From an optimization exercise on the open Yosys and OpenROAD flow, aimed at small area, a short achievable clock period and few clock cycles per item; shortcuts taken in it are not production practice.
In this exercise RTL edits were held to simulation tests only and were not proved equivalent to the original.
Power and IR drop assume default switching activity.

== old ==
==> flow/design.v <==
`timescale 1ns / 1ps
`default_nettype none
package ckcs_pkg;
	localparam int unsigned LUMA_W    = 8;
	localparam int unsigned CHROMA_W  = 8;
	localparam int unsigned ROW_W     = 9;
	localparam int unsigned COL_W     = 10;
	localparam int unsigned THR_W     = 10;
	localparam int unsigned KEY_W     = 24;
	localparam int unsigned CFG_IDX_W = 3;
	localparam int unsigned CFG_DAT_W = 24;
	localparam int unsigned IN_BITS    = 4 * LUMA_W + ROW_W + COL_W;
	localparam int unsigned IN_TDATA_W = ((IN_BITS + 7) / 8) * 8;
	localparam int unsigned OUT_BITS    = 2 * (ROW_W + COL_W);
	localparam int unsigned OUT_TDATA_W = ((OUT_BITS + 7) / 8) * 8;
	typedef enum logic [CFG_IDX_W-1:0] {
		CFG_LEFT_X      = 3'd0,
		CFG_LEFT_Y      = 3'd1,
		CFG_RIGHT_X     = 3'd2,
		CFG_RIGHT_Y     = 3'd3,
		CFG_LEFT_KEY    = 3'd4,
		CFG_RIGHT_KEY   = 3'd5,
		CFG_THRESHOLD   = 3'd6
	} cfg_index_t;
	localparam logic [KEY_W-1:0] KEY_RESET = 24'hFF8080;
	localparam logic [THR_W-1:0] THR_RESET = 10'd15;
	typedef struct packed {
		logic             frame_end;
		logic [COL_W-1:0] pair_column;
		logic [ROW_W-1:0] pixel_row;
		logic [7:0]       chroma_red;
		logic [7:0]       luma_second;
		logic [7:0]       chroma_blue;
		logic [7:0]       luma_first;
	} pixel_pair_t;
	typedef struct packed {
		logic [ROW_W-1:0] row;
		logic [COL_W-1:0] col;
	} corner_t;
	function automatic logic [7:0] abs_diff(input logic [7:0] a, input logic [7:0] b);
		abs_diff = (a > b) ? (a - b) : (b - a);
	endfunction
	function automatic logic [THR_W-1:0] color_dist(input logic [7:0] y, input logic [7:0] u,
			input logic [7:0] v, input logic [KEY_W-1:0] key);
		color_dist = THR_W'(abs_diff(key[23:16], y)) + THR_W'(abs_diff(key[15:8], u))
			+ THR_W'(abs_diff(key[7:0], v));
	endfunction
endpackage
`default_nettype wire
`timescale 1ns / 1ps
`default_nettype none
module color_key_corner_search #(
	parameter int unsigned FRAME_WIDTH  = 640,
	parameter int unsigned FRAME_HEIGHT = 480,
	parameter int unsigned RADIUS       = 25
) (
	input  wire logic                                clk,
	input  wire logic                                arst_n,
	input  wire logic                                s_axis_tvalid,
	output logic                                     s_axis_tready,
	input  wire logic [ckcs_pkg::IN_TDATA_W-1:0]     s_axis_tdata,
	input  wire logic                                s_axis_tlast,
	output logic                                     m_axis_tvalid,
	input  wire logic                                m_axis_tready,
	output logic [ckcs_pkg::OUT_TDATA_W-1:0]         m_axis_tdata,
	input  wire logic                                cfg_wen,
	input  wire logic [ckcs_pkg::CFG_IDX_W-1:0]      cfg_addr,
	input  wire logic [ckcs_pkg::CFG_DAT_W-1:0]      cfg_wdata
);
	localparam logic [10:0] RAD = 11'(RADIUS);
	logic        cw_q;          
	logic [2:0]  cw_addr_q;
	logic [9:0]  cw_data_q;
	logic [10:0] w_c, w_hi;
	logic [9:0]  w_lo;
	always_comb begin
		w_c  = cw_addr_q[0] ? 11'(cw_data_q[8:0]) : 11'(cw_data_q);
		w_lo = 10'((w_c > RAD) ? ((w_c - RAD) >> 1) : 11'd0);
		if (cw_addr_q[0]) begin
			w_hi = (w_c + RAD <= 11'(FRAME_HEIGHT)) ? (w_c + RAD - 11'd1) : 11'(FRAME_HEIGHT - 1);
		end else begin
			w_hi = (w_c + RAD <= 11'(FRAME_WIDTH)) ? (w_c + RAD - 11'd1) : 11'(FRAME_WIDTH - 1);
		end
	end
	always_ff @(posedge clk) begin
		cw_addr_q <= cfg_addr;
		cw_data_q <= cfg_wdata[9:0];
	end
	logic [8:0]  l_sxh, r_sxh;      
	logic [9:0]  l_exm1, r_exm1;    
	logic [7:0]  l_syh, r_syh;      
	logic [8:0]  l_eym1, r_eym1;    
	logic [23:0] l_nkey, r_nkey;    
	logic [10:0] nthr;              
	always_ff @(posedge clk or negedge arst_n) begin
		if (!arst_n) begin
			l_sxh  <= '0;
			l_exm1 <= 10'(RADIUS - 1);
			l_syh  <= '0;
			l_eym1 <= 9'(RADIUS - 1);
			r_sxh  <= '0;
			r_exm1 <= 10'(RADIUS - 1);
			r_syh  <= '0;
			r_eym1 <= 9'(RADIUS - 1);
			l_nkey <= ~ckcs_pkg::KEY_RESET;
			r_nkey <= ~ckcs_pkg::KEY_RESET;
			nthr   <= 11'd1024 - 11'(ckcs_pkg::THR_RESET);
		end else begin
			if (cw_q && !cw_addr_q[2]) begin
				case (cw_addr_q[1:0])
					2'd0: begin l_sxh <= w_lo[8:0]; l_exm1 <= w_hi[9:0]; end
					2'd1: begin l_syh <= w_lo[7:0]; l_eym1 <= w_hi[8:0]; end
					2'd2: begin r_sxh <= w_lo[8:0]; r_exm1 <= w_hi[9:0]; end
					default: begin r_syh <= w_lo[7:0]; r_eym1 <= w_hi[8:0]; end
				endcase
			end
			if (cfg_wen) begin
				case (cfg_addr)
					3'd4: l_nkey <= ~cfg_wdata[23:0];
					3'd5: r_nkey <= ~cfg_wdata[23:0];
					3'd6: nthr   <= 11'd1024 - 11'(cfg_wdata[9:0]);
					default: ;
				endcase
			end
		end
	end
	logic [8:0] i_row, i_ch;
	assign i_row = s_axis_tdata[40:32];
	assign i_ch  = s_axis_tdata[50:42];
	function automatic logic [8:0] kdiff(input logic [7:0] x, input logic [7:0] nk);
		logic [8:0] t;
		t     = 9'(x) + 9'(nk);
		kdiff = {t[8], t[7:0] ^ {8{~t[8]}}};
	endfunction
	logic        tready_q, v1_q, v2_q, in_frame_q, res_valid_q;
	logic        last1_q, lin1_q, rin1_q;
	logic [8:0]  row1_q, ch1_q;
	logic [8:0]  ly0_q, ly1_q, lu_q, lv_q, ry0_q, ry1_q, ru_q, rv_q;
	always_ff @(posedge clk) begin
		ly0_q   <= kdiff(s_axis_tdata[7:0],   l_nkey[23:16]);
		ly1_q   <= kdiff(s_axis_tdata[23:16], l_nkey[23:16]);
		lu_q    <= kdiff(s_axis_tdata[15:8],  l_nkey[15:8]);
		lv_q    <= kdiff(s_axis_tdata[31:24], l_nkey[7:0]);
		ry0_q   <= kdiff(s_axis_tdata[7:0],   r_nkey[23:16]);
		ry1_q   <= kdiff(s_axis_tdata[23:16], r_nkey[23:16]);
		ru_q    <= kdiff(s_axis_tdata[15:8],  r_nkey[15:8]);
		rv_q    <= kdiff(s_axis_tdata[31:24], r_nkey[7:0]);
		row1_q  <= i_row;
		ch1_q   <= i_ch;
		last1_q <= s_axis_tlast;
		lin1_q  <= (i_row[8:1] >= l_syh) && (i_row <= l_eym1) && (i_ch >= l_sxh) && (i_ch <= l_exm1[9:1]);
		rin1_q  <= (i_row[8:1] >= r_syh) && (i_row <= r_eym1) && (i_ch >= r_sxh) && (i_ch <= r_exm1[9:1]);
	end
	function automatic logic kmatch(input logic [8:0] dy, input logic [9:0] s1,
			input logic [9:0] k1, input logic dv_c, input logic nt_hi);
		logic [9:0]  y, s2;
		logic [10:0] k2;
		logic        co;
		y  = {2'b00, dy[7:0]};
		s2 = s1 ^ k1 ^ y;
		k2 = {(s1 & k1) | (s1 & y) | (k1 & y), dv_c};
		co = {s2, dy[8]} > {~k2[9:0], 1'b0};
		kmatch = ~(k2[10] ^ nt_hi ^ co);
	endfunction
	logic [9:0] l_a, l_b, l_s1, l_k1, r_a, r_b, r_s1, r_k1;
	logic [1:0] lm, rm;
	logic       last2_q, lin2_q, rin2_q;
	logic [1:0] lm2_q, rm2_q;
	logic       lhit2, lb2, rhit2, rb2;
	logic [8:0] row2_q, ch2_q;
	logic [10:0] ql2_q, qr2_q;    
	always_comb begin
		l_a  = {2'b00, lu_q[7:0]};
		l_b  = {2'b00, lv_q[7:0]};
		l_s1 = l_a ^ l_b ^ nthr[9:0];
		l_k1 = {(l_a & l_b) | (l_a & nthr[9:0]) | (l_b & nthr[9:0]), lu_q[8]};
		r_a  = {2'b00, ru_q[7:0]};
		r_b  = {2'b00, rv_q[7:0]};
		r_s1 = r_a ^ r_b ^ nthr[9:0];
		r_k1 = {(r_a & r_b) | (r_a & nthr[9:0]) | (r_b & nthr[9:0]), ru_q[8]};
		lm[0] = kmatch(ly0_q, l_s1, l_k1[9:0], lv_q[8], nthr[10]);
		lm[1] = kmatch(ly1_q, l_s1, l_k1[9:0], lv_q[8], nthr[10]);
		rm[0] = kmatch(ry0_q, r_s1, r_k1[9:0], rv_q[8], nthr[10]);
		rm[1] = kmatch(ry1_q, r_s1, r_k1[9:0], rv_q[8], nthr[10]);
	end
	always_ff @(posedge clk) begin
		row2_q  <= row1_q;
		ch2_q   <= ch1_q;
		ql2_q   <= 11'(row1_q) - 11'({ch1_q, 1'b0}) - 11'd1;
		qr2_q   <= 11'(row1_q) + 11'({ch1_q, 1'b0});
		last2_q <= last1_q;
		lin2_q  <= lin1_q;
		rin2_q  <= rin1_q;
		lm2_q   <= lm;
		rm2_q   <= rm;
	end
	logic [8:0]  lb_row, rb_row;
	logic [9:0]  lb_col, rb_col;
	logic        l_upd, r_upd, load;
	function automatic logic nonneg3(input logic [12:0] a, input logic [12:0] b,
			input logic [12:0] c, input logic e0, input logic e1);
		logic [12:0] s1, k1;
		logic        co;
		s1 = a ^ b ^ c;
		k1 = {((a[11:0] & b[11:0]) | (a[11:0] & c[11:0]) | (b[11:0] & c[11:0])), e0};
		co = {s1[11:0], e1} > {~k1[11:0], 1'b0};
		nonneg3 = ~(s1[12] ^ k1[12] ^ co);
	endfunction
	always_comb begin
		lhit2 = lin2_q && (lm2_q[0] || lm2_q[1]);
		lb2 = !lm2_q[0];
		rhit2 = rin2_q && (rm2_q[0] || rm2_q[1]);
		rb2 = rm2_q[1];
		l_upd = v2_q && lhit2 && nonneg3({{2{ql2_q[10]}}, ql2_q}, {3'd0, lb_col}, ~{4'd0, lb_row},
			!lb2, 1'b0);
		r_upd = v2_q && rhit2 && nonneg3({2'd0, qr2_q}, ~{3'd0, rb_col}, ~{4'd0, rb_row},
			rb2, 1'b1);
		load  = !v2_q && !in_frame_q && !res_valid_q;
	end
	always_ff @(posedge clk) begin
		if (load) begin
			lb_row <= {l_syh, 1'b0};
			lb_col <= l_exm1;
			rb_row <= {r_syh, 1'b0};
			rb_col <= {r_sxh, 1'b0};
		end else begin
			if (l_upd) begin
				lb_row <= row2_q;
				lb_col <= {ch2_q, lb2};
			end
			if (r_upd) begin
				rb_row <= row2_q;
				rb_col <= {ch2_q, rb2};
			end
		end
	end
	always_ff @(posedge clk or negedge arst_n) begin
		if (!arst_n) begin
			tready_q    <= 1'b1;
			cw_q        <= 1'b0;
			v1_q        <= 1'b0;
			v2_q        <= 1'b0;
			in_frame_q  <= 1'b0;
			res_valid_q <= 1'b0;
		end else begin
			cw_q <= cfg_wen;
			v1_q <= s_axis_tvalid && tready_q;
			v2_q <= v1_q;
			if (cfg_wen || (s_axis_tvalid && tready_q && s_axis_tlast)) begin
				tready_q <= 1'b0;
			end else if ((res_valid_q && m_axis_tready) || cw_q) begin
				tready_q <= 1'b1;
			end
			if (v2_q) begin
				in_frame_q <= !last2_q;
			end
			if (v2_q && last2_q) begin
				res_valid_q <= 1'b1;
			end else if (m_axis_tready) begin
				res_valid_q <= 1'b0;
			end
		end
	end
	assign s_axis_tready = tready_q;
	assign m_axis_tvalid = res_valid_q;
	assign m_axis_tdata  = {2'b00, rb_row, rb_col, lb_row, lb_col};
endmodule
`default_nettype wire
Settings: LEC_CHECK=0, CAP_MARGIN=20, CORE_MARGIN=2, CORE_UTILIZATION=40, SETUP_SLACK_MARGIN=4.5, SLEW_MARGIN=20; clock period 7.5 ns.
standard.sh (not shown) runs the stock make flow with config.mk's settings and CLKGATE_MAP_FILE= SYNTH_SCRIPT=/design/flow/synth_recipe.tcl, a recipe that flattens the netlist after the stock synthesis.
==> flow/flow/run.sh <==
#!/bin/bash
# Standard layout, with the port buffers made from buf_1 cells.
cp standard.sh standard_sh.txt
export BUFFER_PORTS_ARGS="-buffer_cell sky130_fd_sc_hd__buf_1"
bash standard.sh > standard.log 2>&1
No stage failed in old, and the final checks on the layout all came back clean.
Testbench counts of old, summed over its fixed seeds: cycles 2,457,656, items 2,457,600.
Inputs modified between old and new:
-- flow/design.v --
<<< old, line 125
		end
	end
	logic [8:0] i_row, i_ch;
	assign i_row = s_axis_tdata[40:32];
>>> new, line 125
		end
	end
	function automatic logic gtc(input logic [12:0] a, input logic [12:0] b, input logic ci);
		logic g;
		g = ci;
		for (int i = 0; i < 13; i++) begin
			g = (a[i] != b[i]) ? a[i] : g;
		end
		gtc = g;
	endfunction
	logic [8:0] i_row, i_ch;
	assign i_row = s_axis_tdata[40:32];
<<< old, line 149
		ch1_q   <= i_ch;
		last1_q <= s_axis_tlast;
		lin1_q  <= (i_row[8:1] >= l_syh) && (i_row <= l_eym1) && (i_ch >= l_sxh) && (i_ch <= l_exm1[9:1]);
		rin1_q  <= (i_row[8:1] >= r_syh) && (i_row <= r_eym1) && (i_ch >= r_sxh) && (i_ch <= r_exm1[9:1]);
	end
	function automatic logic kmatch(input logic [8:0] dy, input logic [9:0] s1,
>>> new, line 157
		ch1_q   <= i_ch;
		last1_q <= s_axis_tlast;
		lin1_q  <= !gtc(13'(l_syh), 13'(i_row[8:1]), 1'b0) && !gtc(13'(i_row), 13'(l_eym1), 1'b0)
			&& !gtc(13'(l_sxh), 13'(i_ch), 1'b0) && !gtc(13'(i_ch), 13'(l_exm1[9:1]), 1'b0);
		rin1_q  <= !gtc(13'(r_syh), 13'(i_row[8:1]), 1'b0) && !gtc(13'(i_row), 13'(r_eym1), 1'b0)
			&& !gtc(13'(r_sxh), 13'(i_ch), 1'b0) && !gtc(13'(i_ch), 13'(r_exm1[9:1]), 1'b0);
	end
	function automatic logic kmatch(input logic [8:0] dy, input logic [9:0] s1,
<<< old, line 156
		logic [9:0]  y, s2;
		logic [10:0] k2;
		logic        co;
		y  = {2'b00, dy[7:0]};
		s2 = s1 ^ k1 ^ y;
		k2 = {(s1 & k1) | (s1 & y) | (k1 & y), dv_c};
		co = {s2, dy[8]} > {~k2[9:0], 1'b0};
		kmatch = ~(k2[10] ^ nt_hi ^ co);
	endfunction
>>> new, line 166
		logic [9:0]  y, s2;
		logic [10:0] k2;
		logic [9:0]  nk2;
		logic        co;
		y  = {2'b00, dy[7:0]};
		s2 = s1 ^ k1 ^ y;
		k2 = {(s1 & k1) | (s1 & y) | (k1 & y), dv_c};
		nk2 = ~k2[9:0];
		co = {s2, dy[8]} > {nk2, 1'b0};
		kmatch = ~(k2[10] ^ nt_hi ^ co);
	endfunction
<<< old, line 201
			input logic [12:0] c, input logic e0, input logic e1);
		logic [12:0] s1, k1;
		logic        co;
		s1 = a ^ b ^ c;
		k1 = {((a[11:0] & b[11:0]) | (a[11:0] & c[11:0]) | (b[11:0] & c[11:0])), e0};
		co = {s1[11:0], e1} > {~k1[11:0], 1'b0};
		nonneg3 = ~(s1[12] ^ k1[12] ^ co);
	endfunction
>>> new, line 213
			input logic [12:0] c, input logic e0, input logic e1);
		logic [12:0] s1, k1;
		logic [11:0] nk1;
		logic        co;
		s1 = a ^ b ^ c;
		k1 = {((a[11:0] & b[11:0]) | (a[11:0] & c[11:0]) | (b[11:0] & c[11:0])), e0};
		nk1 = ~k1[11:0];
		co = gtc(13'(s1[11:0]), 13'(nk1), e1);
		nonneg3 = ~(s1[12] ^ k1[12] ^ co);
	endfunction
### Flow results
- From old to new the numbers moved as follows: TritonCTS buffer count down 2; combinational share of power moved down; total vias in the final route lost 469; non-clock buffer count went down 1.
- new — filler cell count 4.8% lower, old as reference
- Summary of new over old: logic depth of the worst setup path including buffers fell by 4, well tap count fell by 15, sequential portion of the cell area rose by 1.6 points.
Testbench counts of new, summed over its fixed seeds: cycles 2,457,656, items 2,457,600.

==> port drivers added, routing unchanged <==
How much do the figures lean on ideal ports? The routed layouts below were timed once more, with nothing changed but the port constraints. Step 1: set_driving_cell puts a clkbuf_16 on clk and a buf_2 on each other input, an assumption about the parent block. Step 2 adds t to the input delays and takes it off the output delays; t is the mean of the earliest and latest rising clock arrival at the registers after step 1. Input paths then give back, and output paths get back, about the clock's delay inside the block. a / b / c = ideal ports / drivers / drivers and shift; a / b = the first two.
run | t (ns) | setup WS [ns] | slew at the worst register clock pin (ns)
old | 0.621 | 4.555 / 4.555 / 3.961 | 0.06 / 0.06
new | 0.593 | 4.566 / 4.563 / 3.970 | 0.06 / 0.06
After both steps every run listed still meets setup and hold. The setup slack of new, which loses most, moves by -0.003 ns with the drivers and by -0.596 ns with both steps.
